From an optimization exercise on the open Yosys and OpenROAD flow, aimed at small area, a short achievable clock period and few clock cycles per item; shortcuts taken in it are not production practice.
The RTL was checked by simulation tests, not by an equivalence proof against the original design.

exp/nickel:
==> flow/design.v (excerpt) <==
module alu_arbiter
#(
  parameter int unsigned RR_INIT = 0
) (
  input  logic              clk,
  input  logic              resetn,
  input  logic              req0_valid,
  output logic              req0_ready,
  input  logic [DATA_W-1:0] req0_op1,
  input  logic [DATA_W-1:0] req0_op2,
  input  logic [OP_W-1:0]   req0_alu_op,
  input  logic              req1_valid,
  output logic              req1_ready,
  input  logic [DATA_W-1:0] req1_op1,
  input  logic [DATA_W-1:0] req1_op2,
  input  logic [OP_W-1:0]   req1_alu_op,
  output logic              rsp0_valid,
  input  logic              rsp0_ready,
  output logic              rsp1_valid,
  input  logic              rsp1_ready,
  output logic [DATA_W-1:0] rsp_result,
  output logic              rsp_zero,
  output logic              rsp_ovf,
  output logic              rsp_err,
  output logic              busy
);
export LEC_CHECK = 0
export ABC_AREA = 1
export CAP_MARGIN = 20
export CORE_MARGIN = 2
export CORE_UTILIZATION = 50
export SETUP_SLACK_MARGIN = 5
export SLEW_MARGIN = 20
export TNS_END_PERCENT = 0
create_clock -name core_clock -period 11.5 [get_ports {clk}]
standard.sh (not shown) runs the stock make flow with config.mk's settings and CLKGATE_MAP_FILE= SYNTH_SCRIPT=/design/flow/synth_recipe.tcl, a recipe that flattens the netlist after the stock synthesis.
==> flow/flow/run.sh <==
#!/bin/bash
# The standard layout (standard.sh: ORFS from synthesis to the final layout), with two
# changes to how timing repair works; the SDC, clock period and everything else are unchanged:
#  - every port still gets its own buffer, but the smallest one (buf_1); repair resizes those on
#    critical paths.
# make's full output goes to flow_make.log; ORFS keeps each step's log under orfs/logs/.
set -euo pipefail
cd "$(dirname "$0")/.."
MARGIN=$(cat flow/margin.txt)
sed -E "s/ 'SETUP_SLACK_MARGIN=[^']*'//; s/ SETUP_SLACK_MARGIN=[^ ]+//; s/(make -C [^ ]+ )/\1SETUP_SLACK_MARGIN=${MARGIN} 'BUFFER_PORTS_ARGS=-buffer_cell sky130_fd_sc_hd__buf_1' /" standard.sh > standard_margin.sh
grep -q "SETUP_SLACK_MARGIN=${MARGIN} 'BUFFER_PORTS_ARGS" standard_margin.sh
bash standard_margin.sh > flow_make.log 2>&1
==> flow/flow/margin.txt <==
6.0
The final layout from exp/nickel, which completed every stage, passed the timing, DRC and antenna checks at the end of the flow.
Testbench counts of exp/nickel, summed over its fixed seeds: cycles 8,544, items 3,200.
## Diff of input files: exp/violet against exp/nickel
# exp/nickel
export LEC_CHECK = 0
export ABC_AREA = 1
export CAP_MARGIN = 20
export CORE_MARGIN = 2
export CORE_UTILIZATION = 50
export SETUP_SLACK_MARGIN = 5
export SLEW_MARGIN = 20
export TNS_END_PERCENT = 0
create_clock -name core_clock -period 11.5 [get_ports {clk}]
# exp/violet
export LEC_CHECK = 0
export ABC_AREA = 1
export CAP_MARGIN = 20
export CORE_MARGIN = 2
export CORE_UTILIZATION = 45
export SETUP_SLACK_MARGIN = 5
export SLEW_MARGIN = 20
export TNS_END_PERCENT = 0
create_clock -name core_clock -period 11.5 [get_ports {clk}]
==> flow/flow/margin.txt <==
5.85
## What came out
Row count | exp/violet above exp/nickel
exp/violet against exp/nickel: final routed wire length divided by cell count shrank by about 1.1%; post-layout instance count excluding filler cells picked up an extra 24.
exp/violet against exp/nickel: combined area of the multi-input logic cells shrank by about 0.6%; die outline area grew by 11%; die extent in x grew by about 5%; area fraction of clock buffers and clock inverters held steady; portion of the clock cycle consumed by the worst path in the final layout grew by 0.99 points.
Across exp/nickel and exp/violet, none had a timing, DRC or antenna violation.
On maximum clock frequency, the lower figure sits with exp/violet, not exp/nickel.
Sort exp/nickel and exp/violet by final non-filler cell area, descending, and exp/nickel comes first.
Setup changes, exp/violet to exp/amber
==> flow/flow/margin.txt <==
6.0
Notes after the runs:
- Looking at the reports, exp/amber completed the entire flow and the layout it produced met the timing, DRC and antenna checks.
- Post-layout instance count excluding filler cells of exp/amber is on par with exp/violet.
- Sequential share of layout area across exp/amber and exp/violet: no real change.
- On largest fanout on the critical path: between exp/amber and exp/violet, it ends up higher for exp/amber.
Edits applied to the flow inputs when going from exp/amber to exp/garnet:
==> flow/flow/margin.txt <==
6.15
==> summary.txt <==
On depth of the critical timing path with buffers and inverters included: between exp/amber and exp/garnet, it ends up higher for exp/garnet.
exp/garnet reports its endpoint of the most critical setup path as res_q[4]$_DFFE_PP_ while exp/amber reports req0_ready.
Of exp/amber and exp/garnet, the run reporting the lower buffering stage count on the worst path with inverters included was exp/amber.
[compare] base=exp/amber new=exp/garnet: synthesized-area fraction occupied by ao, oa, aoi and oai cells has remained practically unchanged, number of cells in the finished layout apart from fillers has increased, minimum clock period has decreased.
exp/amber → exp/garnet: final instance area now sits higher; via count now sits higher; area share of and/or/nand/nor cells after synthesis now sits at about the same level; count of hold-fix buffers inserted at cts now sits at about the same level; number of H-tree levels now sits at about the same level.
--- input diff exp/garnet..exp/juniper ---
# exp/garnet
export LEC_CHECK = 0
export ABC_AREA = 1
export CAP_MARGIN = 20
export CORE_MARGIN = 2
export CORE_UTILIZATION = 45
export SETUP_SLACK_MARGIN = 5
export SLEW_MARGIN = 20
export TNS_END_PERCENT = 0
create_clock -name core_clock -period 11.5 [get_ports {clk}]
# exp/juniper
export LEC_CHECK = 0
export ABC_AREA = 1
export CAP_MARGIN = 20
export CORE_MARGIN = 2
export CORE_UTILIZATION = 45
export GPL_ROUTABILITY_DRIVEN = 0
export PLACE_DENSITY = 0.75
export SETUP_SLACK_MARGIN = 5
export SLEW_MARGIN = 20
export TNS_END_PERCENT = 0
create_clock -name core_clock -period 11.5 [get_ports {clk}]
==> flow/flow/margin.txt <==
6.0
Notes after the runs:
exp/juniper ran to completion and came out clean on the timing, DRC and antenna checks.
Delta (exp/juniper minus exp/garnet): sequential portion of the cell area has remained practically unchanged.
Cmp exp/garnet and exp/juniper / wire length / lower: exp/juniper
Iteration-0 DRC count of the detailed router: exp/juniper worse than exp/garnet

## lane 1
alu_arbiter, a different RTL version from the one above (not shown whole).
Size: roughly 2200 cells after synthesis, about 110 flip-flops, ~0.015 mm² of cells after synthesis.
==> flow/config.mk <==
export PLATFORM = sky130hd
export DESIGN_NAME = alu_arbiter
export DESIGN_NICKNAME = alu_arbiter
export VERILOG_FILES = /design/flow/design.v
export SDC_FILE = /design/flow/constraint.sdc
export NUM_CORES = 4
export LEC_CHECK = 0
export ABC_AREA = 1
export CAP_MARGIN = 0
export CORE_MARGIN = 2
export CORE_UTILIZATION = 45
export SETUP_SLACK_MARGIN = 5
export SLEW_MARGIN = 0
export TNS_END_PERCENT = 0
==> flow/constraint.sdc <==
create_clock -name core_clock -period 11.5 [get_ports {clk}]
set_input_delay 2.3000 -clock core_clock [delete_from_list [all_inputs] [get_ports {clk}]]
set_output_delay 2.3000 -clock core_clock [all_outputs]
set_load 0.01 [all_outputs]
==> flow/flow/margin.txt <==
6.3
Scripts as last shown in full above: flow/flow/run.sh
Lane 1 did not stop at any stage, and its layout met the timing, DRC and antenna checks.
Testbench counts of lane 1, summed over its fixed seeds: cycles 8,544, items 3,200.
Input changes introduced in lane 2 (baseline for comparison: lane 1):
==> flow/flow/margin.txt <==
5.7
diff --git a/flow/config.mk b/flow/config.mk
--- a/flow/config.mk
+++ b/flow/config.mk
@@ -9 +9 @@
-export CAP_MARGIN = 0
+export CAP_MARGIN = 20
@@ -13 +13 @@
-export SLEW_MARGIN = 0
+export SLEW_MARGIN = 20
Findings:
- The slew of the pin with the lowest slew margin of lane 2 exceeds that of lane 1 by 0.27 ns.
- Wire length per cell after detailed routing down about 4% in lane 2 wrt lane 1
- Compared with lane 1, lane 2 degrades worst hold-check slack.
- Taking lane 1 as the reference, in lane 2 highest clock rate lost 0.017 GHz; met3 layer wire length in the routed design went down by about 4%.
- Of lane 2 and lane 1, it is lane 2 that has the lower portion of the layout cell area used by non-clock buffers.
- Cmp lane 1 and lane 2 / via count / higher: lane 1
- In the metrics for lane 1 and lane 2, the one carrying the lower final critical-path share of the clock period is lane 1.
- Going from lane 1 to lane 2, register area share after synthesis comparable; cell area decreased about 6%.
What lane 3 does differently from lane 2 at the input level:
==> flow/flow/margin.txt <==
6.3
diff --git a/flow/config.mk b/flow/config.mk
--- a/flow/config.mk
+++ b/flow/config.mk
@@ -11 +11 @@
-export CORE_UTILIZATION = 45
+export CORE_UTILIZATION = 60
Results
- Lane 2 vs lane 3, classification of the worst setup path: in2reg vs in2out
- | worst setup slack before clock tree synthesis | higher: lane 2 |
- Number of vias per cell after detailed routing: lane 3 vs lane 2 up about 8%
- Compared with lane 2, lane 3 shows count of filler cells inserted in the layout lower by 1344.
- Per the comparison of lane 3 with lane 2, worst reg-to-reg setup slack now sits higher; post-route non-filler standard cell count moved down; number of stages on the worst hold path moved down.
- Route | lane 3 vs lane 2 | wire longer in lane 3
> inputs changed (lane 3 -> lane 4)
==> flow/flow/run.sh <==
#!/bin/bash
set -euo pipefail
cd "$(dirname "$0")/.."
MARGIN=$(cat flow/margin.txt)
sed -E "s/ 'SETUP_SLACK_MARGIN=[^']*'//; s/ SETUP_SLACK_MARGIN=[^ ]+//; s/(make -C [^ ]+ )/\1SETUP_SLACK_MARGIN=${MARGIN} /" standard.sh > standard_margin.sh
grep -q "SETUP_SLACK_MARGIN=${MARGIN}" standard_margin.sh
bash standard_margin.sh > flow_make.log 2>&1
diff --git a/flow/config.mk b/flow/config.mk
--- a/flow/config.mk
+++ b/flow/config.mk
@@ -11 +11 @@
-export CORE_UTILIZATION = 60
+export CORE_UTILIZATION = 45
Findings:
Lane 4: no failed stages, no open violations at the end
Lane 4 ends up with lower met3 wirelength from detailed routing than lane 3 does.
Lane 4 and lane 3 ended up with roughly the same final hold slack.
Compared with lane 3, lane 4 shows a higher aggregate routed wire length.
The run showing the smaller core utilization is lane 4.
[compare] base=lane 3 new=lane 4: number of non-clock buffers in the layout now sits higher; fill cell instance count of the final layout increased 1180; post-route worst setup slack now larger.

==> separate check: timing with driven ports <==
In the flow no input, the clock included, has a driving cell. The finished layouts below were timed again as built, in two steps.
Step 1, drivers: a clkbuf_16 drives clk and a buf_2 each remaining input, both assumed.
Step 2, shift: input delay + t, output delay - t, t = (earliest + latest rising clock arrival at the registers) / 2. This alone moves slack from input paths to output paths.
a / b / c = no drivers / after step 1 / after step 2; a / b = the first two.
run	shift t [ns]	setup WS [ns]	worst setup path at the end	clock arrival spread, ns
exp/nickel	0.417	5.996 / 5.958 / 5.651	input to register	0.009 / 0.010
exp/violet	0.407	5.882 / 5.849 / 5.509	input to register	0.015 / 0.015
exp/amber	0.404	6.010 / 5.865 / 5.554	input to register	0.013 / 0.013
exp/garnet	0.403	6.058 / 6.012 / 5.623	input to register	0.011 / 0.011
exp/juniper	0.419	5.971 / 5.923 / 5.577	input to register	0.020 / 0.021
lane 1	0.414	6.112 / 6.062 / 5.703	input to register	0.011 / 0.011
lane 2	0.420	5.583 / 5.617 / 5.197	input to register	0.011 / 0.010
lane 3	0.423	6.056 / 6.018 / 5.660	input to register	0.015 / 0.015
lane 4	0.428	6.093 / 6.049 / 5.671	input to register	0.014 / 0.014
After both steps every run listed still meets setup and hold. For exp/amber, which loses most, drivers alone change the setup slack by -0.145 ns; drivers and shift together by -0.456 ns.
